What follows belongs to an exercise in optimizing a design on an open flow for a short achievable clock period and few clock cycles per item; a production flow would make more cautious choices.
In this exercise RTL edits were held to simulation tests only and were not proved equivalent to the original.
No activity file was given, so power comes from the tool's default toggle rates.

## flow/design.v (module list and top-level ports; edited modules follow where they fit)
// module hilo_md_unit: 183 lines
// module hmd_add64: 35 lines
// module hmd_mul: 2403 lines
// module hmd_divfast: 81 lines
// module hmd_divset: 225 lines
// module hmd_divstep3: 220 lines
// module hmd_divlast3: 230 lines
module hilo_md_unit #(
    parameter int DATA_W    = 32,
    parameter int DIV_CNT_W = 6
) (
    input  logic              cpu_clk_50M,
    input  logic              cpu_rst_n,
    input  logic              flush_i,
    input  logic              op_valid_i,
    output logic              op_ready_o,
    input  logic [2:0]        op_i,
    input  logic              sign_i,
    input  logic [DATA_W-1:0] src_a_i,
    input  logic [DATA_W-1:0] src_b_i,
    output logic [DATA_W-1:0] hi_o,
    output logic [DATA_W-1:0] lo_o,
    output logic              done_o
);
  // ...
==> flow/flow/run.sh <==
#!/bin/bash
# Standard ORFS layout, with repair_timing asked to reach a setup margin well
# above the default, so that it sizes and buffers the real critical paths
# (the 20 ns clock otherwise leaves every path positive and unrepaired).
set -euo pipefail
MARGIN=${MARGIN:-13}
bash standard.sh synth > synth.log 2>&1
bash standard.sh SETUP_SLACK_MARGIN=$MARGIN finish > layout.log 2>&1
==> flow/standard.sh <==
#!/bin/bash
# synth_recipe.tcl (not shown) runs the flow's synth.tcl, then flattens the netlist and writes it again
# the make line also repeats each setting of config.mk as NAME=value (left out here)
make -C /OpenROAD-flow-scripts/flow DESIGN_CONFIG=/design/flow/config.mk WORK_HOME=/design/flow/orfs CLKGATE_MAP_FILE= SYNTH_SCRIPT=/design/flow/synth_recipe.tcl "${@:-finish}"
==> flow/config.mk <==
export PLATFORM = sky130hd
export DESIGN_NAME = hilo_md_unit
export DESIGN_NICKNAME = hilo_md_unit
export VERILOG_FILES = /design/flow/design.v
export SDC_FILE = /design/flow/constraint.sdc
export NUM_CORES = 4
export LEC_CHECK = 0
export CAP_MARGIN = 20
export CORE_MARGIN = 2
export CORE_UTILIZATION = 40
export SLEW_MARGIN = 20
export SYNTH_HIERARCHICAL = 1
==> flow/constraint.sdc <==
create_clock -name core_clock -period 20.0 [get_ports {cpu_clk_50M}]
set_input_delay 4.0000 -clock core_clock [delete_from_list [all_inputs] [get_ports {cpu_clk_50M}]]
set_output_delay 4.0000 -clock core_clock [all_outputs]
set_load 0.01 [all_outputs]
==> impl_results.md, run 1 <==
- Status: no timing/DRC/antenna violations
- Tcrit/Tclk final: 42.9%
- Total negative slack: 0 ps
- Kind of critical path: flop to flop
- Met3 usage: 12.7%
- CTS buffer count: 60
- Crit path required time: 20580 ps
- Die area: 269000 µm²
- Routed length on met3: 78.6 mm
- Avg Inst Size Synth: 7.68 µm²
- Worst hold-check path type: flop to flop
- Hold path endpoint: da_q[13]
- Final non-filler cell total: 17800
- Vias in the first global route: 113000
- H-tree levels: 2
- Top Metal Used: met5
- Largest regs: dx_q (252), c_q (64), s_q (64)
- Layout area overhead: 30.9%
- Fraction of area in multi-input gates: 69.5%
- Post-CTS Hold Fix Bufs: 0
- Max FFs per register: 252
- Buffering overhead: 14.7%
- Worst Setup SP: da_q[33]
- Fill cell count: 24200
- Well Taps: 3533
- Sink Count: 483
- Non-CTS buffers: 1472
- Clock Tree Buf Depth: 3
- P_clk: 1.27 mW
- Crit path DAT: 9160 ps
- Vias post-DR: 121000
- GRT Util Overall: 43.7%
- NetSw: 13.6 mW
- RSZ-0062 raised after global routing: yes
- First-pass GRT wire length: 856 mm
- Top Usage Layer GRT: met2
- Pint: 11.7 mW
- Final Slew Violations: 0
- Worst path slowest cell: o211ai_1
- Commonest non-fill, non-tap cell in the layout: a21oi_1
- M2 GR Usage: 64.4%
- Die height: 519 µm
- Setup Fix Bufs, Post-CTS: 585
- Inverter count: 832
- CP Capture Type: flop
Testbench counts, summed over its fixed seeds: cycles 13,707, ops 12,000.
==> module hilo_md_unit, before the edit <==
module hilo_md_unit #(
    parameter int DATA_W    = 32,
    parameter int DIV_CNT_W = 6
) (
    input  logic              cpu_clk_50M,
    input  logic              cpu_rst_n,
    input  logic              flush_i,
    input  logic              op_valid_i,
    output logic              op_ready_o,
    input  logic [2:0]        op_i,
    input  logic              sign_i,
    input  logic [DATA_W-1:0] src_a_i,
    input  logic [DATA_W-1:0] src_b_i,
    output logic [DATA_W-1:0] hi_o,
    output logic [DATA_W-1:0] lo_o,
    output logic              done_o
);
    localparam logic [2:0] c_op_mthi = 3'd1;
    localparam logic [2:0] c_op_mtlo = 3'd2;
    localparam logic [2:0] c_op_mult = 3'd3;
    localparam logic [2:0] c_op_madd = 3'd4;
    localparam logic [2:0] c_op_msub = 3'd5;
    localparam logic [2:0] c_op_div  = 3'd6;
    logic [63:0]    s_q, s_d, c_q, c_d;    
    logic           cin_q, cin_d, cin_o;
    logic           done_q, done_d;
    logic           busy_q, busy_d;        
    logic [2:0]     cnt_q, cnt_d;          
    logic [31:0]    dp_q, dp_d;            
    logic [35:0]    da_q, da_d;            
    logic [35:0]    dq_q, dq_d;            
    logic [7:1][36:0] dx_q, dx_d;    
    logic           dcin_q, dcin_d;
    logic           qneg_q, qneg_d, rneg_q, rneg_d;
    logic [63:0] hl;                       
    hmd_add64 u_add (.a(s_q), .b(c_q), .cin(cin_q), .s(hl));
    assign hi_o       = hl[63:32];
    assign lo_o       = hl[31:0];
    assign done_o     = done_q;
    assign op_ready_o = ~busy_q;
    logic w_accept;
    assign w_accept = op_valid_i & ~busy_q & ~flush_i;
    logic [63:0] s_v, c_v;
    logic        div_last, mul_wr;
    assign div_last = busy_q & ~flush_i & (cnt_q == 3'd1);
    assign mul_wr   = w_accept & ((op_i == c_op_mult) | (op_i == c_op_madd) | (op_i == c_op_msub));
    hmd_mul u_mul (
        .a(src_a_i), .b(src_b_i), .sign(sign_i),
        .msub(op_i == c_op_msub),
        .acc_en((op_i == c_op_madd) | (op_i == c_op_msub)),
        .acc_in(hl), .sel(mul_wr), .alt_s(s_v), .alt_c(c_v), .y_s(s_d), .y_c(c_d));
    logic        f_bz, f_lt1, f_lt2, f_qneg;
    logic [31:0] f_r1;
    hmd_divfast u_fast (.a(src_a_i), .b(src_b_i), .sign(sign_i),
        .bz(f_bz), .lt1(f_lt1), .lt2(f_lt2), .qneg(f_qneg), .r1(f_r1));
    logic [2:0]     s_ncyc;
    logic [31:0]    s_p0;
    logic [35:0]    s_a0;
    logic [7:1][36:0] s_dx;
    logic           s_dcin;
    hmd_divset u_set (.a(src_a_i), .b(src_b_i), .sign(sign_i),
        .ncyc(s_ncyc), .p0(s_p0), .a0(s_a0), .dx(s_dx), .dcin(s_dcin));
    logic [5:0]     it_q;
    logic [35:0]    qfull;
    logic [63:0]    s_o, c_o;              
    logic [31:0]    st0_p;
    hmd_divstep3 u_step0 (.p(dp_q), .abits(da_q[35:33]), .dx(dx_q), .dcin(dcin_q),
        .p_out(st0_p), .q(it_q[5:3]));
    logic [31:0]    st1_p;
    hmd_divlast3 u_step1 (.p(st0_p), .abits(da_q[32:30]), .dx(dx_q), .dcin(dcin_q),
        .sel(div_last), .rneg(rneg_q), .qneg(qneg_q), .qhead(qfull[31:3]),
        .alt_s(s_o), .alt_c(c_o), .y_s(s_v), .y_c(c_v),
        .p_out(st1_p), .q(it_q[2:0]));
    logic [31:0]    it_p;
    assign it_p = st1_p;
    assign qfull = {dq_q[29:0], it_q};
    always_comb begin
        s_o    = s_q;
        c_o    = c_q;
        cin_o  = cin_q;
        done_d = 1'b0;
        busy_d = busy_q;
        cnt_d  = cnt_q;
        dp_d   = dp_q;
        da_d   = da_q;
        dq_d   = dq_q;
        dx_d   = dx_q;
        dcin_d = dcin_q;
        qneg_d = qneg_q;
        rneg_d = rneg_q;
        if (busy_q) begin
            if (flush_i) begin
                busy_d = 1'b0;
            end else begin
                cnt_d = cnt_q - 3'd1;
                dp_d  = it_p;
                da_d  = da_q << 6;
                dq_d  = qfull;
                if (cnt_q == 3'd1) begin
                    busy_d = 1'b0;
                    done_d = 1'b1;
                end
            end
        end else if (w_accept) begin
            case (op_i)
                c_op_mthi: begin
                    s_o = {src_a_i, hl[31:0]};
                    c_o = '0;
                    cin_o = 1'b0;
                end
                c_op_mtlo: begin
                    s_o = {hl[63:32], src_a_i};
                    c_o = '0;
                    cin_o = 1'b0;
                end
                c_op_mult, c_op_madd, c_op_msub: begin
                    done_d = 1'b1;
                end
                c_op_div: begin
                    if (f_bz) begin
                        s_o    = {src_a_i, 32'hFFFF_FFFF};
                        c_o    = '0;
                        cin_o  = 1'b0;
                        done_d = 1'b1;
                    end else if (f_lt1) begin
                        s_o    = {src_a_i, 32'd0};
                        c_o    = '0;
                        cin_o  = 1'b0;
                        done_d = 1'b1;
                    end else if (f_lt2) begin
                        s_o    = {f_r1, f_qneg ? 32'hFFFF_FFFF : 32'd1};
                        c_o    = '0;
                        cin_o  = 1'b0;
                        done_d = 1'b1;
                    end else begin
                        busy_d = 1'b1;
                        cnt_d  = s_ncyc;
                        dp_d   = s_p0;
                        da_d   = s_a0;
                        dq_d   = '0;
                        dx_d   = s_dx;
                        dcin_d = s_dcin;
                        qneg_d = f_qneg;
                        rneg_d = sign_i & src_a_i[31];
                    end
                end
                default: ;
            endcase
        end
    end
    assign cin_d = mul_wr ? (op_i == c_op_msub) : (div_last ? 1'b0 : cin_o);
    always_ff @(posedge cpu_clk_50M or posedge cpu_rst_n) begin
        if (cpu_rst_n) begin
            s_q    <= '0;
            c_q    <= '0;
            cin_q  <= 1'b0;
            done_q <= 1'b0;
            busy_q <= 1'b0;
            cnt_q  <= '0;
            dp_q   <= '0;
            da_q   <= '0;
            dq_q   <= '0;
            dx_q   <= '0;
            dcin_q <= 1'b0;
            qneg_q <= 1'b0;
            rneg_q <= 1'b0;
        end else begin
            s_q    <= s_d;
            c_q    <= c_d;
            cin_q  <= cin_d;
            done_q <= done_d;
            busy_q <= busy_d;
            cnt_q  <= cnt_d;
            dp_q   <= dp_d;
            da_q   <= da_d;
            dq_q   <= dq_d;
            dx_q   <= dx_d;
            dcin_q <= dcin_d;
            qneg_q <= qneg_d;
            rneg_q <= rneg_d;
        end
    end
endmodule
==> module hmd_add64, before the edit <==
module hmd_add64 (
    input  logic [63:0] a,
    input  logic [63:0] b,
    input  logic        cin,
    output logic [63:0] s
);
    logic [63:0] ad_p, ad_g0;
    assign ad_p  = (a) ^ (b);
    logic [63:0] ad_gg;
    assign ad_gg = (a) & (b);
    assign ad_g0 = {ad_gg[63:1], ad_gg[0] | (ad_p[0] & (cin))};
    logic [63:0] ad_g1, ad_q1;
    assign ad_g1 = {ad_g0[63:1] | (ad_p[63:1] & ad_g0[62:0]), ad_g0[0:0]};
    assign ad_q1 = {ad_p[63:1] & ad_p[62:0], ad_p[0:0]};
    logic [63:0] ad_g2, ad_q2;
    assign ad_g2 = {ad_g1[63:2] | (ad_q1[63:2] & ad_g1[61:0]), ad_g1[1:0]};
    assign ad_q2 = {ad_q1[63:2] & ad_q1[61:0], ad_q1[1:0]};
    logic [63:0] ad_g3, ad_q3;
    assign ad_g3 = {ad_g2[63:4] | (ad_q2[63:4] & ad_g2[59:0]), ad_g2[3:0]};
    assign ad_q3 = {ad_q2[63:4] & ad_q2[59:0], ad_q2[3:0]};
    logic [63:0] ad_g4, ad_q4;
    assign ad_g4 = {ad_g3[63:8] | (ad_q3[63:8] & ad_g3[55:0]), ad_g3[7:0]};
    assign ad_q4 = {ad_q3[63:8] & ad_q3[55:0], ad_q3[7:0]};
    logic [63:0] ad_g5, ad_q5;
    assign ad_g5 = {ad_g4[63:16] | (ad_q4[63:16] & ad_g4[47:0]), ad_g4[15:0]};
    assign ad_q5 = {ad_q4[63:16] & ad_q4[47:0], ad_q4[15:0]};
    logic [63:0] ad_g6, ad_q6;
    assign ad_g6 = {ad_g5[63:32] | (ad_q5[63:32] & ad_g5[31:0]), ad_g5[31:0]};
    assign ad_q6 = {ad_q5[63:32] & ad_q5[31:0], ad_q5[31:0]};
    logic ad_co;
    assign ad_co = ad_g6[63];
    logic [63:0] ad_s;
    assign ad_s = ad_p ^ {ad_g6[62:0], (cin)};
    assign s = ad_s;
endmodule
==> module hmd_divfast, before the edit <==
module hmd_divfast (
    input  logic [31:0] a,
    input  logic [31:0] b,
    input  logic        sign,
    output logic        bz,
    output logic        lt1,
    output logic        lt2,
    output logic        qneg,
    output logic [31:0] r1
);
    logic        sa, sb, eq;
    logic [34:0] ax, bx, bx2;
    assign sa  = sign & a[31];
    assign sb  = sign & b[31];
    assign eq  = (sa == sb);
    assign ax  = {{3{sa}}, a};
    assign bx  = {{3{sb}}, b} ^ {35{eq}};
    assign bx2 = {{2{sb}}, b, 1'b0} ^ {35{eq}};
    logic [34:0] d1_p, d1_g0;
    assign d1_p  = (ax) ^ (bx);
    logic [34:0] d1_gg;
    assign d1_gg = (ax) & (bx);
    assign d1_g0 = {d1_gg[34:1], d1_gg[0] | (d1_p[0] & (eq))};
    logic [34:0] d1_g1, d1_q1;
    assign d1_g1 = {d1_g0[34:1] | (d1_p[34:1] & d1_g0[33:0]), d1_g0[0:0]};
    assign d1_q1 = {d1_p[34:1] & d1_p[33:0], d1_p[0:0]};
    logic [34:0] d1_g2, d1_q2;
    assign d1_g2 = {d1_g1[34:2] | (d1_q1[34:2] & d1_g1[32:0]), d1_g1[1:0]};
    assign d1_q2 = {d1_q1[34:2] & d1_q1[32:0], d1_q1[1:0]};
    logic [34:0] d1_g3, d1_q3;
    assign d1_g3 = {d1_g2[34:4] | (d1_q2[34:4] & d1_g2[30:0]), d1_g2[3:0]};
    assign d1_q3 = {d1_q2[34:4] & d1_q2[30:0], d1_q2[3:0]};
    logic [34:0] d1_g4, d1_q4;
    assign d1_g4 = {d1_g3[34:8] | (d1_q3[34:8] & d1_g3[26:0]), d1_g3[7:0]};
    assign d1_q4 = {d1_q3[34:8] & d1_q3[26:0], d1_q3[7:0]};
    logic [34:0] d1_g5, d1_q5;
    assign d1_g5 = {d1_g4[34:16] | (d1_q4[34:16] & d1_g4[18:0]), d1_g4[15:0]};
    assign d1_q5 = {d1_q4[34:16] & d1_q4[18:0], d1_q4[15:0]};
    logic [34:0] d1_g6, d1_q6;
    assign d1_g6 = {d1_g5[34:32] | (d1_q5[34:32] & d1_g5[2:0]), d1_g5[31:0]};
    assign d1_q6 = {d1_q5[34:32] & d1_q5[2:0], d1_q5[31:0]};
    logic d1_co;
    assign d1_co = d1_g6[34];
    logic [34:0] d1_s;
    assign d1_s = d1_p ^ {d1_g6[33:0], (eq)};
    logic [34:0] d2_p, d2_g0;
    assign d2_p  = (ax) ^ (bx2);
    logic [34:0] d2_gg;
    assign d2_gg = (ax) & (bx2);
    assign d2_g0 = {d2_gg[34:1], d2_gg[0] | (d2_p[0] & (eq))};
    logic [34:0] d2_g1, d2_q1;
    assign d2_g1 = {d2_g0[34:1] | (d2_p[34:1] & d2_g0[33:0]), d2_g0[0:0]};
    assign d2_q1 = {d2_p[34:1] & d2_p[33:0], d2_p[0:0]};
    logic [34:0] d2_g2, d2_q2;
    assign d2_g2 = {d2_g1[34:2] | (d2_q1[34:2] & d2_g1[32:0]), d2_g1[1:0]};
    assign d2_q2 = {d2_q1[34:2] & d2_q1[32:0], d2_q1[1:0]};
    logic [34:0] d2_g3, d2_q3;
    assign d2_g3 = {d2_g2[34:4] | (d2_q2[34:4] & d2_g2[30:0]), d2_g2[3:0]};
    assign d2_q3 = {d2_q2[34:4] & d2_q2[30:0], d2_q2[3:0]};
    logic [34:0] d2_g4, d2_q4;
    assign d2_g4 = {d2_g3[34:8] | (d2_q3[34:8] & d2_g3[26:0]), d2_g3[7:0]};
    assign d2_q4 = {d2_q3[34:8] & d2_q3[26:0], d2_q3[7:0]};
    logic [34:0] d2_g5, d2_q5;
    assign d2_g5 = {d2_g4[34:16] | (d2_q4[34:16] & d2_g4[18:0]), d2_g4[15:0]};
    assign d2_q5 = {d2_q4[34:16] & d2_q4[18:0], d2_q4[15:0]};
    logic [34:0] d2_g6, d2_q6;
    assign d2_g6 = {d2_g5[34:32] | (d2_q5[34:32] & d2_g5[2:0]), d2_g5[31:0]};
    assign d2_q6 = {d2_q5[34:32] & d2_q5[2:0], d2_q5[31:0]};
    logic d2_co;
    assign d2_co = d2_g6[34];
    logic [34:0] z1v, z2v;
    assign z1v = (ax ^ bx) ^ {ax[33:0] | bx[33:0], eq};
    assign z2v = (ax ^ bx2) ^ {ax[33:0] | bx2[33:0], eq};
    logic d2n;
    assign d2n = ax[34] ^ bx2[34] ^ d2_g6[33];
    assign bz   = ~|b;
    assign lt1  = sa ? (~d1_s[34] & (|z1v)) : d1_s[34];
    assign lt2  = sa ? (~d2n & (|z2v)) : d2n;
    assign qneg = ~eq;
    assign r1   = d1_s[31:0];
endmodule
==> module hmd_divset, before the edit <==
module hmd_divset (
    input  logic [31:0] a,
    input  logic [31:0] b,
    input  logic        sign,
    output logic [2:0]  ncyc,
    output logic [31:0] p0,
    output logic [35:0] a0,
    output logic [7:1][36:0] dx,
    output logic        dcin
);
    logic sa, sb;
    assign sa = sign & a[31];
    assign sb = sign & b[31];
    logic [31:0] uab_p, uab_g0;
    assign uab_p  = (a ^ {32{sa}}) ^ (32'd0);
    logic [31:0] uab_gg;
    assign uab_gg = (a ^ {32{sa}}) & (32'd0);
    assign uab_g0 = {uab_gg[31:1], uab_gg[0] | (uab_p[0] & (sa))};
    logic [31:0] uab_g1, uab_q1;
    assign uab_g1 = {uab_g0[31:1] | (uab_p[31:1] & uab_g0[30:0]), uab_g0[0:0]};
    assign uab_q1 = {uab_p[31:1] & uab_p[30:0], uab_p[0:0]};
    logic [31:0] uab_g2, uab_q2;
    assign uab_g2 = {uab_g1[31:2] | (uab_q1[31:2] & uab_g1[29:0]), uab_g1[1:0]};
    assign uab_q2 = {uab_q1[31:2] & uab_q1[29:0], uab_q1[1:0]};
    logic [31:0] uab_g3, uab_q3;
    assign uab_g3 = {uab_g2[31:4] | (uab_q2[31:4] & uab_g2[27:0]), uab_g2[3:0]};
    assign uab_q3 = {uab_q2[31:4] & uab_q2[27:0], uab_q2[3:0]};
    logic [31:0] uab_g4, uab_q4;
    assign uab_g4 = {uab_g3[31:8] | (uab_q3[31:8] & uab_g3[23:0]), uab_g3[7:0]};
    assign uab_q4 = {uab_q3[31:8] & uab_q3[23:0], uab_q3[7:0]};
    logic [31:0] uab_g5, uab_q5;
    assign uab_g5 = {uab_g4[31:16] | (uab_q4[31:16] & uab_g4[15:0]), uab_g4[15:0]};
    assign uab_q5 = {uab_q4[31:16] & uab_q4[15:0], uab_q4[15:0]};
    logic uab_co;
    assign uab_co = uab_g5[31];
    logic [31:0] uab_s;
    assign uab_s = uab_p ^ {uab_g5[30:0], (sa)};
    logic [31:0] ua;                      
    assign ua = uab_s;
    logic [31:0] ap, bp, ta, tb;
    assign ap = a ^ {32{sa}};
    assign bp = b ^ {32{sb}};
    logic [31:0] ta1;
    assign ta1 = ap | {1'd0, ap[31:1]};
    logic [31:0] ta2;
    assign ta2 = ta1 | {2'd0, ta1[31:2]};
    logic [31:0] ta3;
    assign ta3 = ta2 | {4'd0, ta2[31:4]};
    logic [31:0] ta4;
    assign ta4 = ta3 | {8'd0, ta3[31:8]};
    logic [31:0] ta5;
    assign ta5 = ta4 | {16'd0, ta4[31:16]};
    assign ta = ta5;
    logic [31:0] tb1;
    assign tb1 = bp | {1'd0, bp[31:1]};
    logic [31:0] tb2;
    assign tb2 = tb1 | {2'd0, tb1[31:2]};
    logic [31:0] tb3;
    assign tb3 = tb2 | {4'd0, tb2[31:4]};
    logic [31:0] tb4;
    assign tb4 = tb3 | {8'd0, tb3[31:8]};
    logic [31:0] tb5;
    assign tb5 = tb4 | {16'd0, tb4[31:16]};
    assign tb = tb5;
    logic [6:1] fit0, fit1, fit;
    assign fit0[1] = ~((ta[5] & ~tb[0]) | (ta[6] & ~tb[1]) | (ta[7] & ~tb[2]) | (ta[8] & ~tb[3]) | (ta[9] & ~tb[4]) | (ta[10] & ~tb[5]) | (ta[11] & ~tb[6]) | (ta[12] & ~tb[7]) | (ta[13] & ~tb[8]) | (ta[14] & ~tb[9]) | (ta[15] & ~tb[10]) | (ta[16] & ~tb[11]) | (ta[17] & ~tb[12]) | (ta[18] & ~tb[13]) | (ta[19] & ~tb[14]) | (ta[20] & ~tb[15]) | (ta[21] & ~tb[16]) | (ta[22] & ~tb[17]) | (ta[23] & ~tb[18]) | (ta[24] & ~tb[19]) | (ta[25] & ~tb[20]) | (ta[26] & ~tb[21]) | (ta[27] & ~tb[22]) | (ta[28] & ~tb[23]) | (ta[29] & ~tb[24]) | (ta[30] & ~tb[25]) | (ta[31] & ~tb[26]));
    assign fit1[1] = ~((ta[4] & ~tb[0]) | (ta[5] & ~tb[1]) | (ta[6] & ~tb[2]) | (ta[7] & ~tb[3]) | (ta[8] & ~tb[4]) | (ta[9] & ~tb[5]) | (ta[10] & ~tb[6]) | (ta[11] & ~tb[7]) | (ta[12] & ~tb[8]) | (ta[13] & ~tb[9]) | (ta[14] & ~tb[10]) | (ta[15] & ~tb[11]) | (ta[16] & ~tb[12]) | (ta[17] & ~tb[13]) | (ta[18] & ~tb[14]) | (ta[19] & ~tb[15]) | (ta[20] & ~tb[16]) | (ta[21] & ~tb[17]) | (ta[22] & ~tb[18]) | (ta[23] & ~tb[19]) | (ta[24] & ~tb[20]) | (ta[25] & ~tb[21]) | (ta[26] & ~tb[22]) | (ta[27] & ~tb[23]) | (ta[28] & ~tb[24]) | (ta[29] & ~tb[25]) | (ta[30] & ~tb[26]) | (ta[31] & ~tb[27]));
    assign fit0[2] = ~((ta[11] & ~tb[0]) | (ta[12] & ~tb[1]) | (ta[13] & ~tb[2]) | (ta[14] & ~tb[3]) | (ta[15] & ~tb[4]) | (ta[16] & ~tb[5]) | (ta[17] & ~tb[6]) | (ta[18] & ~tb[7]) | (ta[19] & ~tb[8]) | (ta[20] & ~tb[9]) | (ta[21] & ~tb[10]) | (ta[22] & ~tb[11]) | (ta[23] & ~tb[12]) | (ta[24] & ~tb[13]) | (ta[25] & ~tb[14]) | (ta[26] & ~tb[15]) | (ta[27] & ~tb[16]) | (ta[28] & ~tb[17]) | (ta[29] & ~tb[18]) | (ta[30] & ~tb[19]) | (ta[31] & ~tb[20]));
    assign fit1[2] = ~((ta[10] & ~tb[0]) | (ta[11] & ~tb[1]) | (ta[12] & ~tb[2]) | (ta[13] & ~tb[3]) | (ta[14] & ~tb[4]) | (ta[15] & ~tb[5]) | (ta[16] & ~tb[6]) | (ta[17] & ~tb[7]) | (ta[18] & ~tb[8]) | (ta[19] & ~tb[9]) | (ta[20] & ~tb[10]) | (ta[21] & ~tb[11]) | (ta[22] & ~tb[12]) | (ta[23] & ~tb[13]) | (ta[24] & ~tb[14]) | (ta[25] & ~tb[15]) | (ta[26] & ~tb[16]) | (ta[27] & ~tb[17]) | (ta[28] & ~tb[18]) | (ta[29] & ~tb[19]) | (ta[30] & ~tb[20]) | (ta[31] & ~tb[21]));
    assign fit0[3] = ~((ta[17] & ~tb[0]) | (ta[18] & ~tb[1]) | (ta[19] & ~tb[2]) | (ta[20] & ~tb[3]) | (ta[21] & ~tb[4]) | (ta[22] & ~tb[5]) | (ta[23] & ~tb[6]) | (ta[24] & ~tb[7]) | (ta[25] & ~tb[8]) | (ta[26] & ~tb[9]) | (ta[27] & ~tb[10]) | (ta[28] & ~tb[11]) | (ta[29] & ~tb[12]) | (ta[30] & ~tb[13]) | (ta[31] & ~tb[14]));
    assign fit1[3] = ~((ta[16] & ~tb[0]) | (ta[17] & ~tb[1]) | (ta[18] & ~tb[2]) | (ta[19] & ~tb[3]) | (ta[20] & ~tb[4]) | (ta[21] & ~tb[5]) | (ta[22] & ~tb[6]) | (ta[23] & ~tb[7]) | (ta[24] & ~tb[8]) | (ta[25] & ~tb[9]) | (ta[26] & ~tb[10]) | (ta[27] & ~tb[11]) | (ta[28] & ~tb[12]) | (ta[29] & ~tb[13]) | (ta[30] & ~tb[14]) | (ta[31] & ~tb[15]));
    assign fit0[4] = ~((ta[23] & ~tb[0]) | (ta[24] & ~tb[1]) | (ta[25] & ~tb[2]) | (ta[26] & ~tb[3]) | (ta[27] & ~tb[4]) | (ta[28] & ~tb[5]) | (ta[29] & ~tb[6]) | (ta[30] & ~tb[7]) | (ta[31] & ~tb[8]));
    assign fit1[4] = ~((ta[22] & ~tb[0]) | (ta[23] & ~tb[1]) | (ta[24] & ~tb[2]) | (ta[25] & ~tb[3]) | (ta[26] & ~tb[4]) | (ta[27] & ~tb[5]) | (ta[28] & ~tb[6]) | (ta[29] & ~tb[7]) | (ta[30] & ~tb[8]) | (ta[31] & ~tb[9]));
    assign fit0[5] = ~((ta[29] & ~tb[0]) | (ta[30] & ~tb[1]) | (ta[31] & ~tb[2]));
    assign fit1[5] = ~((ta[28] & ~tb[0]) | (ta[29] & ~tb[1]) | (ta[30] & ~tb[2]) | (ta[31] & ~tb[3]));
    assign fit0[6] = 1'b1;
    assign fit1[6] = 1'b1;
    assign fit = sa ? fit1 : fit0;
    always_comb begin
        ncyc = 3'd6;
        p0   = '0;
        a0   = 36'(ua);
        if (fit[5]) begin
            ncyc = 3'd5;
            p0   = ua >> 30;
            a0   = 36'(ua) << 6;
        end
        if (fit[4]) begin
            ncyc = 3'd4;
            p0   = ua >> 24;
            a0   = 36'(ua) << 12;
        end
        if (fit[3]) begin
            ncyc = 3'd3;
            p0   = ua >> 18;
            a0   = 36'(ua) << 18;
        end
        if (fit[2]) begin
            ncyc = 3'd2;
            p0   = ua >> 12;
            a0   = 36'(ua) << 24;
        end
        if (fit[1]) begin
            ncyc = 3'd1;
            p0   = ua >> 6;
            a0   = 36'(ua) << 30;
        end
    end
    logic [36:0] bb;
    assign bb = {{5{sb}}, b};
    logic [7:1][36:0] mb;
    assign mb[1] = bb;
    assign mb[2] = bb << 1;
    logic [36:0] mb3_p, mb3_g0;
    assign mb3_p  = (bb) ^ ((bb << 1));
    assign mb3_g0 = (bb) & ((bb << 1));
    logic [36:0] mb3_g1, mb3_q1;
    assign mb3_g1 = {mb3_g0[36:1] | (mb3_p[36:1] & mb3_g0[35:0]), mb3_g0[0:0]};
    assign mb3_q1 = {mb3_p[36:1] & mb3_p[35:0], mb3_p[0:0]};
    logic [36:0] mb3_g2, mb3_q2;
    assign mb3_g2 = {mb3_g1[36:2] | (mb3_q1[36:2] & mb3_g1[34:0]), mb3_g1[1:0]};
    assign mb3_q2 = {mb3_q1[36:2] & mb3_q1[34:0], mb3_q1[1:0]};
    logic [36:0] mb3_g3, mb3_q3;
    assign mb3_g3 = {mb3_g2[36:4] | (mb3_q2[36:4] & mb3_g2[32:0]), mb3_g2[3:0]};
    assign mb3_q3 = {mb3_q2[36:4] & mb3_q2[32:0], mb3_q2[3:0]};
    logic [36:0] mb3_g4, mb3_q4;
    assign mb3_g4 = {mb3_g3[36:8] | (mb3_q3[36:8] & mb3_g3[28:0]), mb3_g3[7:0]};
    assign mb3_q4 = {mb3_q3[36:8] & mb3_q3[28:0], mb3_q3[7:0]};
    logic [36:0] mb3_g5, mb3_q5;
    assign mb3_g5 = {mb3_g4[36:16] | (mb3_q4[36:16] & mb3_g4[20:0]), mb3_g4[15:0]};
    assign mb3_q5 = {mb3_q4[36:16] & mb3_q4[20:0], mb3_q4[15:0]};
    logic [36:0] mb3_g6, mb3_q6;
    assign mb3_g6 = {mb3_g5[36:32] | (mb3_q5[36:32] & mb3_g5[4:0]), mb3_g5[31:0]};
    assign mb3_q6 = {mb3_q5[36:32] & mb3_q5[4:0], mb3_q5[31:0]};
    logic mb3_co;
    assign mb3_co = mb3_g6[36];
    logic [36:0] mb3_s;
    assign mb3_s = mb3_p ^ {mb3_g6[35:0], 1'b0};
    assign mb[3] = mb3_s;
    assign mb[4] = bb << 2;
    logic [36:0] mb5_p, mb5_g0;
    assign mb5_p  = (bb) ^ ((bb << 2));
    assign mb5_g0 = (bb) & ((bb << 2));
    logic [36:0] mb5_g1, mb5_q1;
    assign mb5_g1 = {mb5_g0[36:1] | (mb5_p[36:1] & mb5_g0[35:0]), mb5_g0[0:0]};
    assign mb5_q1 = {mb5_p[36:1] & mb5_p[35:0], mb5_p[0:0]};
    logic [36:0] mb5_g2, mb5_q2;
    assign mb5_g2 = {mb5_g1[36:2] | (mb5_q1[36:2] & mb5_g1[34:0]), mb5_g1[1:0]};
    assign mb5_q2 = {mb5_q1[36:2] & mb5_q1[34:0], mb5_q1[1:0]};
    logic [36:0] mb5_g3, mb5_q3;
    assign mb5_g3 = {mb5_g2[36:4] | (mb5_q2[36:4] & mb5_g2[32:0]), mb5_g2[3:0]};
    assign mb5_q3 = {mb5_q2[36:4] & mb5_q2[32:0], mb5_q2[3:0]};
    logic [36:0] mb5_g4, mb5_q4;
    assign mb5_g4 = {mb5_g3[36:8] | (mb5_q3[36:8] & mb5_g3[28:0]), mb5_g3[7:0]};
    assign mb5_q4 = {mb5_q3[36:8] & mb5_q3[28:0], mb5_q3[7:0]};
    logic [36:0] mb5_g5, mb5_q5;
    assign mb5_g5 = {mb5_g4[36:16] | (mb5_q4[36:16] & mb5_g4[20:0]), mb5_g4[15:0]};
    assign mb5_q5 = {mb5_q4[36:16] & mb5_q4[20:0], mb5_q4[15:0]};
    logic [36:0] mb5_g6, mb5_q6;
    assign mb5_g6 = {mb5_g5[36:32] | (mb5_q5[36:32] & mb5_g5[4:0]), mb5_g5[31:0]};
    assign mb5_q6 = {mb5_q5[36:32] & mb5_q5[4:0], mb5_q5[31:0]};
    logic mb5_co;
    assign mb5_co = mb5_g6[36];
    logic [36:0] mb5_s;
    assign mb5_s = mb5_p ^ {mb5_g6[35:0], 1'b0};
    assign mb[5] = mb5_s;
    logic [36:0] mb6_p, mb6_g0;
    assign mb6_p  = ((bb << 1)) ^ ((bb << 2));
    assign mb6_g0 = ((bb << 1)) & ((bb << 2));
    logic [36:0] mb6_g1, mb6_q1;
    assign mb6_g1 = {mb6_g0[36:1] | (mb6_p[36:1] & mb6_g0[35:0]), mb6_g0[0:0]};
    assign mb6_q1 = {mb6_p[36:1] & mb6_p[35:0], mb6_p[0:0]};
    logic [36:0] mb6_g2, mb6_q2;
    assign mb6_g2 = {mb6_g1[36:2] | (mb6_q1[36:2] & mb6_g1[34:0]), mb6_g1[1:0]};
    assign mb6_q2 = {mb6_q1[36:2] & mb6_q1[34:0], mb6_q1[1:0]};
    logic [36:0] mb6_g3, mb6_q3;
    assign mb6_g3 = {mb6_g2[36:4] | (mb6_q2[36:4] & mb6_g2[32:0]), mb6_g2[3:0]};
    assign mb6_q3 = {mb6_q2[36:4] & mb6_q2[32:0], mb6_q2[3:0]};
    logic [36:0] mb6_g4, mb6_q4;
    assign mb6_g4 = {mb6_g3[36:8] | (mb6_q3[36:8] & mb6_g3[28:0]), mb6_g3[7:0]};
    assign mb6_q4 = {mb6_q3[36:8] & mb6_q3[28:0], mb6_q3[7:0]};
    logic [36:0] mb6_g5, mb6_q5;
    assign mb6_g5 = {mb6_g4[36:16] | (mb6_q4[36:16] & mb6_g4[20:0]), mb6_g4[15:0]};
    assign mb6_q5 = {mb6_q4[36:16] & mb6_q4[20:0], mb6_q4[15:0]};
    logic [36:0] mb6_g6, mb6_q6;
    assign mb6_g6 = {mb6_g5[36:32] | (mb6_q5[36:32] & mb6_g5[4:0]), mb6_g5[31:0]};
    assign mb6_q6 = {mb6_q5[36:32] & mb6_q5[4:0], mb6_q5[31:0]};
    logic mb6_co;
    assign mb6_co = mb6_g6[36];
    logic [36:0] mb6_s;
    assign mb6_s = mb6_p ^ {mb6_g6[35:0], 1'b0};
    assign mb[6] = mb6_s;
    logic [36:0] mb7_p, mb7_g0;
    assign mb7_p  = ((bb << 3)) ^ (~bb);
    logic [36:0] mb7_gg;
    assign mb7_gg = ((bb << 3)) & (~bb);
    assign mb7_g0 = {mb7_gg[36:1], mb7_gg[0] | (mb7_p[0] & (1'b1))};
    logic [36:0] mb7_g1, mb7_q1;
    assign mb7_g1 = {mb7_g0[36:1] | (mb7_p[36:1] & mb7_g0[35:0]), mb7_g0[0:0]};
    assign mb7_q1 = {mb7_p[36:1] & mb7_p[35:0], mb7_p[0:0]};
    logic [36:0] mb7_g2, mb7_q2;
    assign mb7_g2 = {mb7_g1[36:2] | (mb7_q1[36:2] & mb7_g1[34:0]), mb7_g1[1:0]};
    assign mb7_q2 = {mb7_q1[36:2] & mb7_q1[34:0], mb7_q1[1:0]};
    logic [36:0] mb7_g3, mb7_q3;
    assign mb7_g3 = {mb7_g2[36:4] | (mb7_q2[36:4] & mb7_g2[32:0]), mb7_g2[3:0]};
    assign mb7_q3 = {mb7_q2[36:4] & mb7_q2[32:0], mb7_q2[3:0]};
    logic [36:0] mb7_g4, mb7_q4;
    assign mb7_g4 = {mb7_g3[36:8] | (mb7_q3[36:8] & mb7_g3[28:0]), mb7_g3[7:0]};
    assign mb7_q4 = {mb7_q3[36:8] & mb7_q3[28:0], mb7_q3[7:0]};
    logic [36:0] mb7_g5, mb7_q5;
    assign mb7_g5 = {mb7_g4[36:16] | (mb7_q4[36:16] & mb7_g4[20:0]), mb7_g4[15:0]};
    assign mb7_q5 = {mb7_q4[36:16] & mb7_q4[20:0], mb7_q4[15:0]};
    logic [36:0] mb7_g6, mb7_q6;
    assign mb7_g6 = {mb7_g5[36:32] | (mb7_q5[36:32] & mb7_g5[4:0]), mb7_g5[31:0]};
    assign mb7_q6 = {mb7_q5[36:32] & mb7_q5[4:0], mb7_q5[31:0]};
    logic mb7_co;
    assign mb7_co = mb7_g6[36];
    logic [36:0] mb7_s;
    assign mb7_s = mb7_p ^ {mb7_g6[35:0], (1'b1)};
    assign mb[7] = mb7_s;
    always_comb begin
        for (int m = 1; m <= 7; m++) dx[m] = mb[m] ^ {37{~sb}};
    end
    assign dcin = ~sb;
endmodule
==> run 2: changes to the inputs <==
--- a/flow/design.v
+++ b/flow/design.v
@@ -23,7 +23,7 @@
     localparam logic [2:0] c_op_msub = 3'd5;
     localparam logic [2:0] c_op_div  = 3'd6;
     logic [63:0]    s_q, s_d, c_q, c_d;    
-    logic           cin_q, cin_d, cin_o;
+    logic           inv_q, inv_d;
     logic           done_q, done_d;
     logic           busy_q, busy_d;        
     logic [2:0]     cnt_q, cnt_d;          
@@ -34,26 +34,28 @@
     logic           dcin_q, dcin_d;
     logic           qneg_q, qneg_d, rneg_q, rneg_d;
     logic [63:0] hl;                       
-    hmd_add64 u_add (.a(s_q), .b(c_q), .cin(cin_q), .s(hl));
+    hmd_add64 u_add (.a(s_q), .b(c_q), .inv(inv_q), .s(hl));
     assign hi_o       = hl[63:32];
     assign lo_o       = hl[31:0];
     assign done_o     = done_q;
     assign op_ready_o = ~busy_q;
-    logic w_accept;
+    logic w_accept, is_mul, is_msub, mul_wr, div_acc, div_last, mt_wr;
     assign w_accept = op_valid_i & ~busy_q & ~flush_i;
-    logic [63:0] s_v, c_v;
-    logic        div_last, mul_wr;
+    assign is_msub  = (op_i == c_op_msub);
+    assign is_mul   = (op_i == c_op_mult) | (op_i == c_op_madd) | is_msub;
+    assign mul_wr   = w_accept & is_mul;
+    assign div_acc  = w_accept & (op_i == c_op_div);
+    assign mt_wr    = w_accept & ((op_i == c_op_mthi) | (op_i == c_op_mtlo));
     assign div_last = busy_q & ~flush_i & (cnt_q == 3'd1);
-    assign mul_wr   = w_accept & ((op_i == c_op_mult) | (op_i == c_op_madd) | (op_i == c_op_msub));
+    logic [63:0] m_s, m_c;
     hmd_mul u_mul (
-        .a(src_a_i), .b(src_b_i), .sign(sign_i),
-        .msub(op_i == c_op_msub),
-        .acc_en((op_i == c_op_madd) | (op_i == c_op_msub)),
-        .acc_in(hl), .sel(mul_wr), .alt_s(s_v), .alt_c(c_v), .y_s(s_d), .y_c(c_d));
-    logic        f_bz, f_lt1, f_lt2, f_qneg;
-    logic [31:0] f_r1;
-    hmd_divfast u_fast (.a(src_a_i), .b(src_b_i), .sign(sign_i),
-        .bz(f_bz), .lt1(f_lt1), .lt2(f_lt2), .qneg(f_qneg), .r1(f_r1));
+        .a(src_a_i), .b(src_b_i), .sign(sign_i), .msub(is_msub),
+        .acc_en((op_i == c_op_madd) | is_msub),
+        .acc_in(hl), .y_s(m_s), .y_c(m_c));
+    logic        f_fast, f_qneg;
+    logic [63:0] f_s;
+    hmd_divfast u_fast (.a(src_a_i), .b(src_b_i), .sign(sign_i), .hold(s_q),
+        .fast(f_fast), .qneg(f_qneg), .y_s(f_s));
     logic [2:0]     s_ncyc;
     logic [31:0]    s_p0;
     logic [35:0]    s_a0;
@@ -63,98 +65,54 @@
         .ncyc(s_ncyc), .p0(s_p0), .a0(s_a0), .dx(s_dx), .dcin(s_dcin));
     logic [5:0]     it_q;
     logic [35:0]    qfull;
-    logic [63:0]    s_o, c_o;              
+    logic [63:0]    l_s;
     logic [31:0]    st0_p;
     hmd_divstep3 u_step0 (.p(dp_q), .abits(da_q[35:33]), .dx(dx_q), .dcin(dcin_q),
         .p_out(st0_p), .q(it_q[5:3]));
     logic [31:0]    st1_p;
     hmd_divlast3 u_step1 (.p(st0_p), .abits(da_q[32:30]), .dx(dx_q), .dcin(dcin_q),
-        .sel(div_last), .rneg(rneg_q), .qneg(qneg_q), .qhead(qfull[31:3]),
-        .alt_s(s_o), .alt_c(c_o), .y_s(s_v), .y_c(c_v),
+        .rneg(rneg_q), .qneg(qneg_q), .qhead(qfull[31:3]), .y_s(l_s),
         .p_out(st1_p), .q(it_q[2:0]));
     logic [31:0]    it_p;
     assign it_p = st1_p;
     assign qfull = {dq_q[29:0], it_q};
+    logic [63:0] o_s, o_c, l_c, f_c;
+    assign o_s = ~mt_wr ? s_q : (op_i == c_op_mthi) ? {src_a_i, hl[31:0]} : {hl[63:32], src_a_i};
+    assign o_c = mt_wr ? 64'd0 : c_q;
+    assign l_c = {31'd0, rneg_q, 31'd0, qneg_q};
+    assign f_c = f_fast ? 64'd0 : c_q;
+    hmd_sel u_sel_s (.sel_m(mul_wr), .sel_l(div_last), .sel_f(div_acc), .m(m_s), .l(l_s), .f(f_s), .o(o_s), .y(s_d));
+    hmd_sel u_sel_c (.sel_m(mul_wr), .sel_l(div_last), .sel_f(div_acc), .m(m_c), .l(l_c), .f(f_c), .o(o_c), .y(c_d));
+    assign inv_d = mul_wr ? is_msub : (div_last | mt_wr) ? 1'b0 : div_acc ? (inv_q & ~f_fast) : inv_q;
     always_comb begin
-        s_o    = s_q;
-        c_o    = c_q;
-        cin_o  = cin_q;
-        done_d = 1'b0;
-        busy_d = busy_q;
-        cnt_d  = cnt_q;
-        dp_d   = dp_q;
-        da_d   = da_q;
-        dq_d   = dq_q;
-        dx_d   = dx_q;
-        dcin_d = dcin_q;
-        qneg_d = qneg_q;
-        rneg_d = rneg_q;
+        done_d = mul_wr | div_last | (div_acc & f_fast);
         if (busy_q) begin
-            if (flush_i) begin
-                busy_d = 1'b0;
-            end else begin
-                cnt_d = cnt_q - 3'd1;
-                dp_d  = it_p;
-                da_d  = da_q << 6;
-                dq_d  = qfull;
-                if (cnt_q == 3'd1) begin
-                    busy_d = 1'b0;
-                    done_d = 1'b1;
-                end
-            end
-        end else if (w_accept) begin
-            case (op_i)
-                c_op_mthi: begin
-                    s_o = {src_a_i, hl[31:0]};
-                    c_o = '0;
-                    cin_o = 1'b0;
-                end
-                c_op_mtlo: begin
-                    s_o = {hl[63:32], src_a_i};
-                    c_o = '0;
-                    cin_o = 1'b0;
-                end
-                c_op_mult, c_op_madd, c_op_msub: begin
-                    done_d = 1'b1;
-                end
-                c_op_div: begin
-                    if (f_bz) begin
-                        s_o    = {src_a_i, 32'hFFFF_FFFF};
-                        c_o    = '0;
-                        cin_o  = 1'b0;
-                        done_d = 1'b1;
-                    end else if (f_lt1) begin
-                        s_o    = {src_a_i, 32'd0};
-                        c_o    = '0;
-                        cin_o  = 1'b0;
-                        done_d = 1'b1;
-                    end else if (f_lt2) begin
-                        s_o    = {f_r1, f_qneg ? 32'hFFFF_FFFF : 32'd1};
-                        c_o    = '0;
-                        cin_o  = 1'b0;
-                        done_d = 1'b1;
-                    end else begin
-                        busy_d = 1'b1;
-                        cnt_d  = s_ncyc;
-                        dp_d   = s_p0;
-                        da_d   = s_a0;
-                        dq_d   = '0;
-                        dx_d   = s_dx;
-                        dcin_d = s_dcin;
-                        qneg_d = f_qneg;
-                        rneg_d = sign_i & src_a_i[31];
-                    end
-                end
-                default: ;
-            endcase
+            busy_d = ~flush_i & ~div_last;
+            cnt_d  = cnt_q - 3'd1;
+            dp_d   = it_p;
+            da_d   = da_q << 6;
+            dq_d   = qfull;
+            dx_d   = dx_q;
+            dcin_d = dcin_q;
+            qneg_d = qneg_q;
+            rneg_d = rneg_q;
+        end else begin
+            busy_d = div_acc & ~f_fast;
+            cnt_d  = s_ncyc;
+            dp_d   = s_p0;
+            da_d   = s_a0;
+            dq_d   = '0;
+            dx_d   = s_dx;
+            dcin_d = s_dcin;
+            qneg_d = f_qneg;
+            rneg_d = sign_i & src_a_i[31];
         end
     end
-    assign cin_d = mul_wr ? (op_i == c_op_msub) : (div_last ? 1'b0 : cin_o);
     always_ff @(posedge cpu_clk_50M or posedge cpu_rst_n) begin
         if (cpu_rst_n) begin
             s_q    <= '0;
             c_q    <= '0;
-            cin_q  <= 1'b0;
+            inv_q  <= 1'b0;
             done_q <= 1'b0;
             busy_q <= 1'b0;
             cnt_q  <= '0;
@@ -168,7 +126,7 @@
         end else begin
             s_q    <= s_d;
             c_q    <= c_d;
-            cin_q  <= cin_d;
+            inv_q  <= inv_d;
             done_q <= done_d;
             busy_q <= busy_d;
             cnt_q  <= cnt_d;
@@ -182,17 +140,23 @@
         end
     end
 endmodule
+module hmd_sel (
+    input  logic        sel_m, sel_l, sel_f,
+    input  logic [63:0] m, l, f, o,
+    output logic [63:0] y
+);
+    assign y = ({64{sel_m}} & m) | ({64{sel_l}} & l) | ({64{sel_f}} & f) |
+               ({64{~(sel_m | sel_l | sel_f)}} & o);
+endmodule
 module hmd_add64 (
     input  logic [63:0] a,
     input  logic [63:0] b,
-    input  logic        cin,
+    input  logic        inv,
     output logic [63:0] s
 );
     logic [63:0] ad_p, ad_g0;
     assign ad_p  = (a) ^ (b);
-    logic [63:0] ad_gg;
-    assign ad_gg = (a) & (b);
-    assign ad_g0 = {ad_gg[63:1], ad_gg[0] | (ad_p[0] & (cin))};
+    assign ad_g0 = (a) & (b);
     logic [63:0] ad_g1, ad_q1;
     assign ad_g1 = {ad_g0[63:1] | (ad_p[63:1] & ad_g0[62:0]), ad_g0[0:0]};
     assign ad_q1 = {ad_p[63:1] & ad_p[62:0], ad_p[0:0]};
@@ -213,9 +177,7 @@
     assign ad_q6 = {ad_q5[63:32] & ad_q5[31:0], ad_q5[31:0]};
     logic ad_co;
     assign ad_co = ad_g6[63];
-    logic [63:0] ad_s;
-    assign ad_s = ad_p ^ {ad_g6[62:0], (cin)};
-    assign s = ad_s;
+    assign s = (ad_p ^ {64{inv}}) ^ {ad_g6[62:0], 1'b0};
 endmodule
 module hmd_mul (
     input  logic [31:0] a,
@@ -224,9 +186,6 @@
     input  logic        msub,
     input  logic        acc_en,
     input  logic [63:0] acc_in,
-    input  logic        sel,
-    input  logic [63:0] alt_s,
-    input  logic [63:0] alt_c,
     output logic [63:0] y_s,
     output logic [63:0] y_c
 );
@@ -2617,19 +2576,19 @@
     assign t1179 = t1173 ^ t1178 ^ t1175;
     assign m_s = {t1177, t1171, t1165, t1157, t1149, t1139, t1129, t1117, t1105, t1091, t1077, t1061, t1045, t1027, t1009, t989, t969, t947, t925, t901, t877, t851, t825, t797, t769, t739, t709, t677, t645, t611, t577, t543, t511, t479, t449, t419, t416, t388, t337, t311, t287, t263, t241, t219, t199, t196, t176, t143, t127, t111, t97, t94, t80, t59, t49, t46, t36, t23, t20, t14, t8, t4, pp_x[0][1], pp_x[0][0]};
     assign m_c = {t1179, t1176, t1170, t1164, t1156, t1148, t1138, t1128, t1116, t1104, t1090, t1076, t1060, t1044, t1026, t1008, t988, t968, t946, t924, t900, t876, t850, t824, t796, t768, t738, t708, t676, t644, t610, t576, t542, t510, t478, t448, t418, t390, t362, t336, t310, t286, t262, t240, t218, t198, t178, t160, t142, t126, t110, t96, t82, t70, t58, t48, t38, t30, t22, t16, t10, t6, t2, t0};
-    assign y_s = sel ? m_s ^ {64{msub}} : alt_s;
-    assign y_c = sel ? m_c ^ {64{msub}} : alt_c;
+    assign y_s = m_s;
+    assign y_c = m_c;
 endmodule
 module hmd_divfast (
     input  logic [31:0] a,
     input  logic [31:0] b,
     input  logic        sign,
-    output logic        bz,
-    output logic        lt1,
-    output logic        lt2,
+    input  logic [63:0] hold,
+    output logic        fast,
     output logic        qneg,
-    output logic [31:0] r1
+    output logic [63:0] y_s
 );
+    logic bz, lt1, lt2;
     logic        sa, sb, eq;
     logic [34:0] ax, bx, bx2;
     assign sa  = sign & a[31];
@@ -2699,7 +2658,10 @@
     assign lt1  = sa ? (~d1_s[34] & (|z1v)) : d1_s[34];
     assign lt2  = sa ? (~d2n & (|z2v)) : d2n;
     assign qneg = ~eq;
-    assign r1   = d1_s[31:0];
+    assign fast = bz | lt1 | lt2;
+    assign y_s  = bz  ? {a, 32'hFFFF_FFFF} :
+                  lt1 ? {a, 32'd0} :
+                  lt2 ? {d1_s[31:0], qneg ? 32'hFFFF_FFFF : 32'd1} : hold;
 endmodule
 module hmd_divset (
     input  logic [31:0] a,
@@ -2811,12 +2773,15 @@
     end
     logic [36:0] bb;
     assign bb = {{5{sb}}, b};
-    logic [7:1][36:0] mb;
-    assign mb[1] = bb;
-    assign mb[2] = bb << 1;
+    logic inv;                            
+    assign inv = ~sb;
+    assign dx[1] = bb ^ {37{inv}};
+    assign dx[2] = (bb << 1) ^ {37{inv}};
     logic [36:0] mb3_p, mb3_g0;
-    assign mb3_p  = (bb) ^ ((bb << 1));
-    assign mb3_g0 = (bb) & ((bb << 1));
+    assign mb3_p  = (bb ^ {37{inv}}) ^ ((bb << 1) ^ {37{inv}});
+    logic [36:0] mb3_gg;
+    assign mb3_gg = (bb ^ {37{inv}}) & ((bb << 1) ^ {37{inv}});
+    assign mb3_g0 = {mb3_gg[36:1], mb3_gg[0] | (mb3_p[0] & (1'b0 ^ inv))};
     logic [36:0] mb3_g1, mb3_q1;
     assign mb3_g1 = {mb3_g0[36:1] | (mb3_p[36:1] & mb3_g0[35:0]), mb3_g0[0:0]};
     assign mb3_q1 = {mb3_p[36:1] & mb3_p[35:0], mb3_p[0:0]};
@@ -2838,12 +2803,14 @@
     logic mb3_co;
     assign mb3_co = mb3_g6[36];
     logic [36:0] mb3_s;
-    assign mb3_s = mb3_p ^ {mb3_g6[35:0], 1'b0};
-    assign mb[3] = mb3_s;
-    assign mb[4] = bb << 2;
+    assign mb3_s = mb3_p ^ {mb3_g6[35:0], (1'b0 ^ inv)};
+    assign dx[3] = mb3_s;
+    assign dx[4] = (bb << 2) ^ {37{inv}};
     logic [36:0] mb5_p, mb5_g0;
-    assign mb5_p  = (bb) ^ ((bb << 2));
-    assign mb5_g0 = (bb) & ((bb << 2));
+    assign mb5_p  = (bb ^ {37{inv}}) ^ ((bb << 2) ^ {37{inv}});
+    logic [36:0] mb5_gg;
+    assign mb5_gg = (bb ^ {37{inv}}) & ((bb << 2) ^ {37{inv}});
+    assign mb5_g0 = {mb5_gg[36:1], mb5_gg[0] | (mb5_p[0] & (1'b0 ^ inv))};
     logic [36:0] mb5_g1, mb5_q1;
     assign mb5_g1 = {mb5_g0[36:1] | (mb5_p[36:1] & mb5_g0[35:0]), mb5_g0[0:0]};
     assign mb5_q1 = {mb5_p[36:1] & mb5_p[35:0], mb5_p[0:0]};
@@ -2865,11 +2832,13 @@
     logic mb5_co;
     assign mb5_co = mb5_g6[36];
     logic [36:0] mb5_s;
-    assign mb5_s = mb5_p ^ {mb5_g6[35:0], 1'b0};
-    assign mb[5] = mb5_s;
+    assign mb5_s = mb5_p ^ {mb5_g6[35:0], (1'b0 ^ inv)};
+    assign dx[5] = mb5_s;
     logic [36:0] mb6_p, mb6_g0;
-    assign mb6_p  = ((bb << 1)) ^ ((bb << 2));
-    assign mb6_g0 = ((bb << 1)) & ((bb << 2));
+    assign mb6_p  = ((bb << 1) ^ {37{inv}}) ^ ((bb << 2) ^ {37{inv}});
+    logic [36:0] mb6_gg;
+    assign mb6_gg = ((bb << 1) ^ {37{inv}}) & ((bb << 2) ^ {37{inv}});
+    assign mb6_g0 = {mb6_gg[36:1], mb6_gg[0] | (mb6_p[0] & (1'b0 ^ inv))};
     logic [36:0] mb6_g1, mb6_q1;
     assign mb6_g1 = {mb6_g0[36:1] | (mb6_p[36:1] & mb6_g0[35:0]), mb6_g0[0:0]};
     assign mb6_q1 = {mb6_p[36:1] & mb6_p[35:0], mb6_p[0:0]};
@@ -2891,13 +2860,13 @@
     logic mb6_co;
     assign mb6_co = mb6_g6[36];
     logic [36:0] mb6_s;
-    assign mb6_s = mb6_p ^ {mb6_g6[35:0], 1'b0};
-    assign mb[6] = mb6_s;
+    assign mb6_s = mb6_p ^ {mb6_g6[35:0], (1'b0 ^ inv)};
+    assign dx[6] = mb6_s;
     logic [36:0] mb7_p, mb7_g0;
-    assign mb7_p  = ((bb << 3)) ^ (~bb);
+    assign mb7_p  = ((bb << 3) ^ {37{inv}}) ^ (~bb ^ {37{inv}});
     logic [36:0] mb7_gg;
-    assign mb7_gg = ((bb << 3)) & (~bb);
-    assign mb7_g0 = {mb7_gg[36:1], mb7_gg[0] | (mb7_p[0] & (1'b1))};
+    assign mb7_gg = ((bb << 3) ^ {37{inv}}) & (~bb ^ {37{inv}});
+    assign mb7_g0 = {mb7_gg[36:1], mb7_gg[0] | (mb7_p[0] & (1'b1 ^ inv))};
     logic [36:0] mb7_g1, mb7_q1;
     assign mb7_g1 = {mb7_g0[36:1] | (mb7_p[36:1] & mb7_g0[35:0]), mb7_g0[0:0]};
     assign mb7_q1 = {mb7_p[36:1] & mb7_p[35:0], mb7_p[0:0]};
@@ -2919,11 +2888,8 @@
     logic mb7_co;
     assign mb7_co = mb7_g6[36];
     logic [36:0] mb7_s;
-    assign mb7_s = mb7_p ^ {mb7_g6[35:0], (1'b1)};
-    assign mb[7] = mb7_s;
-    always_comb begin
-        for (int m = 1; m <= 7; m++) dx[m] = mb[m] ^ {37{~sb}};
-    end
+    assign mb7_s = mb7_p ^ {mb7_g6[35:0], (1'b1 ^ inv)};
+    assign dx[7] = mb7_s;
     assign dcin = ~sb;
 endmodule
 module hmd_divstep3 (
@@ -3134,16 +3100,32 @@
     logic [36:0] d7_s;
     assign d7_s = d7_p ^ {d7_g6[35:0], (dcin)};
     assign ge[7] = d7_g6[35];    
+    logic [7:0] sel;
+    assign sel[0] = ~ge[1];
+    assign sel[1] = ge[1] & ~ge[2];
+    assign sel[2] = ge[2] & ~ge[3];
+    assign sel[3] = ge[3] & ~ge[4];
+    assign sel[4] = ge[4] & ~ge[5];
+    assign sel[5] = ge[5] & ~ge[6];
+    assign sel[6] = ge[6] & ~ge[7];
+    assign sel[7] = ge[7] & ~ge[8];
+    assign p_out = ({32{sel[0]}} & pn[31:0])
+                 | ({32{sel[1]}} & d1_s[31:0])
+                 | ({32{sel[2]}} & d2_s[31:0])
+                 | ({32{sel[3]}} & d3_s[31:0])
+                 | ({32{sel[4]}} & d4_s[31:0])
+                 | ({32{sel[5]}} & d5_s[31:0])
+                 | ({32{sel[6]}} & d6_s[31:0])
+                 | ({32{sel[7]}} & d7_s[31:0]);
     always_comb begin
-        q     = '0;
-        p_out = pn[31:0];
-        if (ge[1] & ~ge[2]) begin q = 3'd1; p_out = d1_s[31:0]; end
-        if (ge[2] & ~ge[3]) begin q = 3'd2; p_out = d2_s[31:0]; end
-        if (ge[3] & ~ge[4]) begin q = 3'd3; p_out = d3_s[31:0]; end
-        if (ge[4] & ~ge[5]) begin q = 3'd4; p_out = d4_s[31:0]; end
-        if (ge[5] & ~ge[6]) begin q = 3'd5; p_out = d5_s[31:0]; end
-        if (ge[6] & ~ge[7]) begin q = 3'd6; p_out = d6_s[31:0]; end
-        if (ge[7] & ~ge[8]) begin q = 3'd7; p_out = d7_s[31:0]; end
+        q = '0;
+        if (sel[1]) q = 3'd1;
+        if (sel[2]) q = 3'd2;
+        if (sel[3]) q = 3'd3;
+        if (sel[4]) q = 3'd4;
+        if (sel[5]) q = 3'd5;
+        if (sel[6]) q = 3'd6;
+        if (sel[7]) q = 3'd7;
     end
 endmodule
 module hmd_divlast3 (
@@ -3151,14 +3133,10 @@
     input  logic [2:0]  abits,
     input  logic [7:1][36:0] dx,
     input  logic        dcin,
-    input  logic        sel,
     input  logic        rneg,
     input  logic        qneg,
     input  logic [28:0] qhead,
-    input  logic [63:0] alt_s,
-    input  logic [63:0] alt_c,
     output logic [63:0] y_s,
-    output logic [63:0] y_c,
     output logic [31:0] p_out,
     output logic [2:0]  q
 );
@@ -3362,18 +3340,56 @@
     logic [36:0] d7_s;
     assign d7_s = d7_p ^ {d7_g6[35:0], (dcin)};
     assign ge[7] = d7_g6[35];    
+    logic [7:0] sel;
+    assign sel[0] = ~ge[1];
+    assign sel[1] = ge[1] & ~ge[2];
+    assign sel[2] = ge[2] & ~ge[3];
+    assign sel[3] = ge[3] & ~ge[4];
+    assign sel[4] = ge[4] & ~ge[5];
+    assign sel[5] = ge[5] & ~ge[6];
+    assign sel[6] = ge[6] & ~ge[7];
+    assign sel[7] = ge[7] & ~ge[8];
+    assign p_out = ({32{sel[0]}} & pn[31:0])
+                 | ({32{sel[1]}} & d1_s[31:0])
+                 | ({32{sel[2]}} & d2_s[31:0])
+                 | ({32{sel[3]}} & d3_s[31:0])
+                 | ({32{sel[4]}} & d4_s[31:0])
+                 | ({32{sel[5]}} & d5_s[31:0])
+                 | ({32{sel[6]}} & d6_s[31:0])
+                 | ({32{sel[7]}} & d7_s[31:0]);
     always_comb begin
-        q     = '0;
-        p_out = pn[31:0];
-        if (ge[1] & ~ge[2]) begin q = 3'd1; p_out = d1_s[31:0]; end
-        if (ge[2] & ~ge[3]) begin q = 3'd2; p_out = d2_s[31:0]; end
-        if (ge[3] & ~ge[4]) begin q = 3'd3; p_out = d3_s[31:0]; end
-        if (ge[4] & ~ge[5]) begin q = 3'd4; p_out = d4_s[31:0]; end
-        if (ge[5] & ~ge[6]) begin q = 3'd5; p_out = d5_s[31:0]; end
-        if (ge[6] & ~ge[7]) begin q = 3'd6; p_out = d6_s[31:0]; end
-        if (ge[7] & ~ge[8]) begin q = 3'd7; p_out = d7_s[31:0]; end
+        q = '0;
+        if (sel[1]) q = 3'd1;
+        if (sel[2]) q = 3'd2;
+        if (sel[3]) q = 3'd3;
+        if (sel[4]) q = 3'd4;
+        if (sel[5]) q = 3'd5;
+        if (sel[6]) q = 3'd6;
+        if (sel[7]) q = 3'd7;
     end
-    assign y_s = sel ? {p_out ^ {32{rneg}}, {qhead, q} ^ {32{qneg}}} : alt_s;
-    assign y_c = sel ? {31'd0, rneg, 31'd0, qneg} : alt_c;
+    logic [31:0] rn;
+    logic [31:0] dn1;
+    assign dn1 = (d1_p[31:0] ^ {32{rneg}}) ^ {d1_g6[30:0], dcin};
+    logic [31:0] dn2;
+    assign dn2 = (d2_p[31:0] ^ {32{rneg}}) ^ {d2_g6[30:0], dcin};
+    logic [31:0] dn3;
+    assign dn3 = (d3_p[31:0] ^ {32{rneg}}) ^ {d3_g6[30:0], dcin};
+    logic [31:0] dn4;
+    assign dn4 = (d4_p[31:0] ^ {32{rneg}}) ^ {d4_g6[30:0], dcin};
+    logic [31:0] dn5;
+    assign dn5 = (d5_p[31:0] ^ {32{rneg}}) ^ {d5_g6[30:0], dcin};
+    logic [31:0] dn6;
+    assign dn6 = (d6_p[31:0] ^ {32{rneg}}) ^ {d6_g6[30:0], dcin};
+    logic [31:0] dn7;
+    assign dn7 = (d7_p[31:0] ^ {32{rneg}}) ^ {d7_g6[30:0], dcin};
+    assign rn = ({32{sel[0]}} & (pn[31:0] ^ {32{rneg}}))
+              | ({32{sel[1]}} & dn1)
+              | ({32{sel[2]}} & dn2)
+              | ({32{sel[3]}} & dn3)
+              | ({32{sel[4]}} & dn4)
+              | ({32{sel[5]}} & dn5)
+              | ({32{sel[6]}} & dn6)
+              | ({32{sel[7]}} & dn7);
+    assign y_s = {rn, {qhead, q} ^ {32{qneg}}};
 endmodule
 `default_nettype wire
==> run 2 against run 1 <==
Still clean. Routed wire length grew 5.8%. Power grew 4.5%. Worst hold slack lost 37 ps. Die area up 6.7%. Synthesized cell count increased by 5.3%. Synthesized area increased by 6.7%. Non-clock buffer count increased by 391. Worst setup slack lost 42 ps. Critical endpoint is now cnt_q[0]. Largest power group unchanged.
==> impl_results.md, run 2 <==
- Pwr Total: 26.4 mW
- Vias post-DR: 134000 (+10%)
- Slew HR: 13.1%
- GRT Util Overall: 42.7% (-0.97 points)
- Max FFs per register: 252 (unchanged)
- CTS tree: done
- Die X: 536 µm
- Hpwl dp: 414 mm
- Hold path start: da_q[15]
- VDD IR max: 184 µV
- I/O pins: 138
- Die height: 536 µm (+3.3%)
- Reg-to-Reg Start: da_q[33]
- CTS buffer count: 76 (+27%)
- Slew @ Worst Pin: 1300 ps
- Post-Syn Area: 113000 µm²
- RSZ-0062 raised after global routing: yes
- Core Rows: 195
- Fin. Hold Viols: 0
- DRC errors left: 0
- FF-to-FF End: s_q[53]
- Core box area: 282000 µm²
- Drt total wl: 662 mm
- Root Buffer: clkbuf_16
- H-tree levels: 3 (+1)
- Worst-Skew Late Latency: 880 ps
- Crit path required time: 20700 ps (+120 ps)
- Clock Tree Buf Depth: 4 (+1)
- Largest regs: dx_q (252), c_q (64), s_q (64)
- Commonest non-fill, non-tap cells in the layout: buf_4 (962), a21oi_1 (897), nand2_1 (762)
- Die area: 287000 µm² (+6.7%)
- Final Slew Violations: 0 (unchanged)
- P_leak: 62.4 nW
- Status: no timing/DRC/antenna violations
- Syn Inst Count: 14500
- Critical-path maximum fanout: 7
- Starting Density: 40.2%
- R2R Setup Slk: 11610 ps
- CP Capture Type: flop
- DRT Pass-1 Iters: 20
- Avg Inst Size Synth: 7.79 µm² (+1.4%)
- Initial antenna violation count: 47
- Biggest register: dx_q
- Clock skew: 127 ps
- Tcrit/Tclk final: 43.1% (+0.21 points)
- Gpl congestion: 1.07
- First-pass GRT wire length: 898 mm (+4.9%)
- Kind of critical path: input pin to flop
- Max Fclk: 116 MHz
- Clk slew on worst S/H paths: 90 ps
- Post-route ant nets: 0
- Ratio of cells with drive above 1 in the final layout: 30.3%
- Drt via density: 7.09
- Grt total ovfl: 0
- Hold path endpoint: da_q[21]
- Sink Count: 483 (unchanged)
- Power Density: 175 nW/µm²
- Worst R2R Path Depth: 36
- Yosys warnings: 11
- Commonest non-fill, non-tap cell in the layout: buf_4
- Largest net degree at the start of global routing: 194
- # setup viols final: 0
- Vias in the first global route: 119000 (+5.1%)
- Layout Nets: 16400
- Crit path time final: 8630 ps
- Max Cap Viol: 0
- CP Launch Type: input pin
- Layout area overhead: 33.2%
- Worst hold-check path type: flop to flop
- Hold path depth: 1
- Wire per inst: 35.1 µm
- Number of buffers added on ports: 137
- Starting DRC count in detailed routing: 26000
- Total negative slack: 0 ps (unchanged)
- Crit path DAT: 9330 ps (+170 ps)
-- run 2: worst max path at each step --
stage                           end  slack [ps]         from
final                      cnt_q[0]       11370       sign_i
after global routing        dp_q[3]       11440       sign_i
after CTS                   c_q[33]       11850  src_b_i[12]
after detailed placement    c_q[27]        9230  src_b_i[19]
after global placement    dx_q[180]        9230       sign_i
after floorplan              busy_q        9450    cpu_rst_n
-- run 2: critical path, cell delays in order --
cell,delay [ps]
buf_16,130
buf_16,140
buf_6,110
buf_6,100
buf_8,120
buf_16,120
a21o_1,160
or4_4,440
a221oi_4,360
buf_6,150
o21ai_4,90
or2_4,290
a222oi_1,1090
nand4_1,350
nor4_4,290
a41o_4,190
buf_12,130
inv_16,40
and2_4,210
a21oi_4,510
mux2_4,260
-- run 2: layer usage --
| layer | wire (µm) | track usage [%] | vias up |
|---|---|---|---|
| li1 | - | - | 54300 |
| met1 | 236000 | 53.1 | 63800 |
| met2 | 239000 | 54.5 | 12100 |
| met3 | 121000 | 23.6 | 3540 |
| met4 | 63500 | 29.5 | 71 |
| met5 | 2430 | 3.50 | - |
-- run 2: timing repair --
action                                  4_1_cts  5_1_grt
cloned                                      213       19
gates resized for setup                    2766      751
pin swaps                                   765      581
hold buffers                                  0        0
endpoints found under the setup margin      457      403
buffers inserted                            947      299
-- run 2: metrics by stage --
step,cells,instance area (µm²),utilization [%],hold WS [ps],setup WS [ps]
after global placement,17200,116000,41.3,458,9230
after CTS,18500,144000,51.2,460,11850
after global routing,18800,151000,53.5,485,11440
final,18800,151000,53.5,452,11370
after floorplan,14600,118000,-,454,9450
after detailed placement,17200,117000,41.3,464,9230
-- run 2: area by class of cell --
class	instances	area, µm²
clock buffers	102	2100
clock inverters	28	241
inverters	972	3880
repair buffers	1863	24500
well taps	3743	4680
flip-flops and latches	483	12100
repair inverters	6	60.1
multi-input cells	11600	103000
diodes	39	97.6
fillers	25100	131000
-- run 2: power by group --
group          internal, mW  switching [mW]
clock                 0.763           0.626
combinational          9.64            13.8
sequential             1.19           0.405
Testbench counts of run 2, summed over its fixed seeds: cycles 13,707, ops 12,000.

==> static timing again, ports no longer ideal <==
The results above use ideal ports. As a check the final layouts listed here were re-extracted and re-timed, cells and wires unchanged. Step 1: set_driving_cell puts a clkbuf_16 on cpu_clk_50M and a buf_2 on each other input, an assumption about the parent block. Step 2 times the ports against the registers' clock, not the clock port: input delays grow and output delays shrink by t, the midpoint of the rising clock arrivals with the driver on. Slacks: ideal ports / drivers / drivers and shift; pairs: ideal ports / drivers.
| run | shift t [ns] | setup slack, ns | latest minus earliest clock arrival (ns) |
|---|---|---|---|
| run 1 | 0.846 | 11.416 / 11.391 / 10.585 | 0.060 / 0.060 |
| run 2 | 0.909 | 11.373 / 11.269 / 10.360 | 0.127 / 0.128 |
After both steps every run listed still meets setup and hold. The setup slack of run 2, which loses most, moves by -0.104 ns with the drivers and by -1.013 ns with both steps.
